Background: an optimization exercise with open tools, aiming at small area and a short achievable clock period. Do not read the settings as production practice. Only simulation tests tie the RTL to the original design; equivalence was not proved. The flow treats the clock pin as an ideal source, which a real chip does not have. Power is estimated from default activity; no workload was simulated.

==> inputs of build 7 <==
## gbf_port_arbiter
module gbf_port_arbiter
#(
    parameter  int WIDTH  = 32,
    parameter  int HEIGHT = 48,
    parameter  int N_REQ  = 8,
    localparam int AW     = $clog2(HEIGHT)
) (
    input  logic                     clk,
    input  logic                     rst_n,
    input  logic [N_REQ-1:0]         req_valid,
    input  logic [N_REQ-1:0]         req_we,
    input  logic [N_REQ*AW-1:0]      req_addr,
    input  logic [N_REQ*WIDTH-1:0]   req_wdata,
    output logic [N_REQ-1:0]         req_ready,
    output logic [N_REQ-1:0]         rsp_valid,
    output logic [N_REQ*WIDTH-1:0]   rsp_rdata,
    output logic [gbf_pkg::NUM_PORTS-1:0]     ram_we,
    output logic [gbf_pkg::NUM_PORTS*AW-1:0]  ram_addr,
    output logic [gbf_pkg::NUM_PORTS*WIDTH-1:0] ram_data,
    input  logic [gbf_pkg::NUM_PORTS*WIDTH-1:0] ram_q,
    output logic [15:0]              conflict_cnt
);
export LEC_CHECK = 0
export CAP_MARGIN = 20
export CORE_MARGIN = 2
export CORE_UTILIZATION = 50
export SLEW_MARGIN = 20
create_clock -name core_clock -period 26.0 [get_ports {clk}]
standard.sh (not shown) runs the stock make flow with config.mk's settings and CLKGATE_MAP_FILE= SYNTH_SCRIPT=/design/flow/synth_recipe.tcl, a recipe that flattens the netlist after the stock synthesis.
==> flow/flow/run.sh <==
#!/bin/bash
# Standard ORFS layout with three changes to how it is made:
#  - port buffers are plain sky130 buf_1 cells instead of the delay cells buffer_ports picks;
#  - I/O pins may sit on adjacent routing tracks, so ~900 pins fit around a smaller die;
#  - repair_timing aims for extra setup slack, so it sizes the critical paths.
set -euo pipefail
bash standard.sh \
  "BUFFER_PORTS_ARGS=-buffer_cell sky130_fd_sc_hd__buf_1" \
  "PLACE_PINS_ARGS=-min_distance 1 -min_distance_in_tracks" \
  "SETUP_SLACK_MARGIN=10" \
  finish > standard.log 2>&1
==> inputs of build 78, as changes to build 7 <==
==> flow/flow/run.sh (replaced) <==
#!/bin/bash
# Standard ORFS layout with these changes to how it is made:
#  - port buffers are plain sky130 buf_1 cells instead of the delay cells buffer_ports picks;
#  - CTS inserts no dummy loads;
#  - after CTS, flow/post_cts.tcl runs repair_timing aiming 1.3 ns above the current worst
#    slack, so the critical paths get sized (the design's constraints are unchanged).
set -euo pipefail
bash standard.sh \
  "BUFFER_PORTS_ARGS=-buffer_cell sky130_fd_sc_hd__buf_1" \
  "CTS_ARGS=-sink_clustering_enable -repair_clock_nets -dont_use_dummy_load" \
  "POST_CTS_TCL=$PWD/flow/post_cts.tcl" \
  finish > standard.log 2>&1
==> flow/flow/post_cts.tcl (new file) <==
# Size the critical paths after CTS: aim 1.3 ns above the slack the placement has now.
estimate_parasitics -placement
set ws [expr {[sta::worst_slack_cmd max] * 1e9}]
set target [expr {$ws + 1.3}]
puts "post-CTS sizing: worst slack $ws, target $target"
repair_timing -setup -setup_margin $target -repair_tns 100 -verbose
detailed_placement
check_placement -verbose
estimate_parasitics -placement
puts "post-CTS sizing done: worst slack [expr {[sta::worst_slack_cmd max] * 1e9}]"
report_design_area
ABC_AREA = 1   (was not set)
CORE_UTILIZATION = 25   (was 50)
==> inputs of build 84, as changes to build 7 <==
==> flow/flow/run.sh (replaced) <==
#!/bin/bash
# Standard ORFS layout, with the port buffers made as plain sky130 buf_1 cells instead of the
# delay-cell buffers buffer_ports picks by default.
set -euo pipefail
bash standard.sh "BUFFER_PORTS_ARGS=-buffer_cell sky130_fd_sc_hd__buf_1" finish > standard.log 2>&1
CORE_UTILIZATION = 55   (was 50)
==> inputs of build 22, as changes to build 7 <==
==> flow/flow/run.sh (replaced) <==
#!/bin/bash
# Standard ORFS layout with two changes to how it is made:
#  - port buffers are plain sky130 buf_1 cells instead of the delay cells buffer_ports picks;
#  - after CTS, flow/post_cts.tcl runs repair_timing aiming ~1.2 ns above the current worst
#    slack, so the critical paths get sized (the design's constraints are unchanged).
set -euo pipefail
bash standard.sh \
  "BUFFER_PORTS_ARGS=-buffer_cell sky130_fd_sc_hd__buf_1" \
  "POST_CTS_TCL=$PWD/flow/post_cts.tcl" \
  finish > standard.log 2>&1
==> flow/flow/post_cts.tcl (new file) <==
# Size the critical paths after CTS: aim a little above the slack the placement has now.
estimate_parasitics -placement
set ws [expr {[sta::worst_slack_cmd max] * 1e9}]
set target [expr {$ws + 1.2}]
puts "post-CTS sizing: worst slack $ws, target $target"
repair_timing -setup -setup_margin $target -repair_tns 100 -verbose
detailed_placement
check_placement -verbose
estimate_parasitics -placement
puts "post-CTS sizing done: worst slack [expr {[sta::worst_slack_cmd max] * 1e9}]"
report_design_area
ABC_AREA = 1   (was not set)
CORE_UTILIZATION = 25   (was 50)
==> summary of the runs <==
Build 84 aborted during I/O pin placement, error PPL-0024. Build 7 died in global routing. Build 78 completed without violations. Build 22 produced a clean layout. Against build 22, the non-clock buffer count of build 78 is higher by 1. Of build 22 and build 78, build 78 has the higher maximum frequency (gap 0.59%, measured against build 78). Critical path depth is the same in build 78 and build 22. Of build 22 and build 78, build 78 has the higher worst hold slack (gap 0.0027 ns). Of build 78 and build 22, build 22 has the higher first-iteration DRC count (gap about 2.4%, measured against build 22). Against build 78, the setup slack of build 22 is lower by 0.086 ns. Via count is about the same in build 22 and build 78. Of build 22 and build 78, build 22 has the higher clock power (gap about 20%, measured against build 78). In sequential share of layout area, build 22 and build 78 hardly differ.
==> figures <==
Result of the run: build 78 no timing/DRC/antenna violations; build 22 no timing/DRC/antenna violations; build 84 aborted with a tool error; build 7 aborted with a tool error
Last stage reached: build 78 -; build 22 -; build 84 I/O pin placement; build 7 global routing
Fraction of area in multi-input gates: build 78 57.2%; build 22 56.9%; build 84 -; build 7 -
Internal power component: build 78 1.62 mW; build 22 1.62 mW; build 84 -; build 7 -
Area of the mapped netlist: build 78 24000 um2; build 22 24000 um2; build 84 22600 um2; build 7 22600 um2
Reg-to-reg endpoint: build 78 conflict_cnt[10]; build 22 conflict_cnt[10]; build 84 -; build 7 -
Number of DRC markers after the initial detailed-route iteration: build 78 7323; build 22 7501; build 84 -; build 7 -
Sequential Power: build 78 0.374 mW; build 22 0.374 mW; build 84 -; build 7 -
Arrival time worst endpoint: build 78 9.30 ns; build 22 9.38 ns; build 84 -; build 7 -
Total placed cells including tap cells: build 78 6107; build 22 6107; build 84 -; build 7 4261
Yosys top cell area share: build 78 15.3%; build 22 15.3%; build 84 20.9%; build 7 20.9%
ClkCell Share: build 78 1.46%; build 22 2.04%; build 84 -; build 7 -
Worst slack, placed: build 78 10.51 ns; build 22 10.51 ns; build 84 -; build 7 10.22 ns
Antenna diode count: build 78 30; build 22 25; build 84 -; build 7 -
Endpoint kind of the worst setup timing path: build 78 output pin; build 22 output pin; build 84 -; build 7 -
Sequential share of cell area: build 78 13.3%; build 22 13.3%; build 84 -; build 7 -
DRC violations left: build 78 0; build 22 0; build 84 -; build 7 -
Startpoint class of the critical path: build 78 input pin; build 22 input pin; build 84 -; build 7 -
Layout buffering overhead excluding clock cells: build 78 14.3%; build 22 14.1%; build 84 -; build 7 -
Proportion of layout cells with a drive suffix above 1: build 78 8.66%; build 22 8.78%; build 84 -; build 7 -
Routed WL per cell: build 78 32.5 um; build 22 32.4 um; build 84 -; build 7 -

==> separate check: timing with driven ports <==
The results above use ideal ports. As a check the final layouts listed here were re-extracted and re-timed, cells and wires unchanged. Step 1: set_driving_cell puts a clkbuf_16 on clk and a buf_2 on each other input, an assumption about the parent block. Step 2 times the ports against the registers' clock, not the clock port: input delays grow and output delays shrink by t, the midpoint of the rising clock arrivals with the driver on. Slacks: no drivers / after step 1 / after step 2; pairs: no drivers / after step 1.
| run | t (ns) | setup WS [ns] | worst setup path after step 2 | worst register clock-pin slew, ns | worst data-port slew with drivers (ns) |
|---|---|---|---|---|---|
| build 78 | 0.564 | 11.503 / 11.382 / 11.382 | input to output | 0.09 / 0.09 | 0.31 |
| build 22 | 0.573 | 11.417 / 11.325 / 11.325 | input to output | 0.10 / 0.10 | 0.31 |
After both steps setup and hold are still met in every run listed. The setup slack of build 78, which loses most, moves by -0.121 ns with the drivers and by -0.121 ns with both steps.
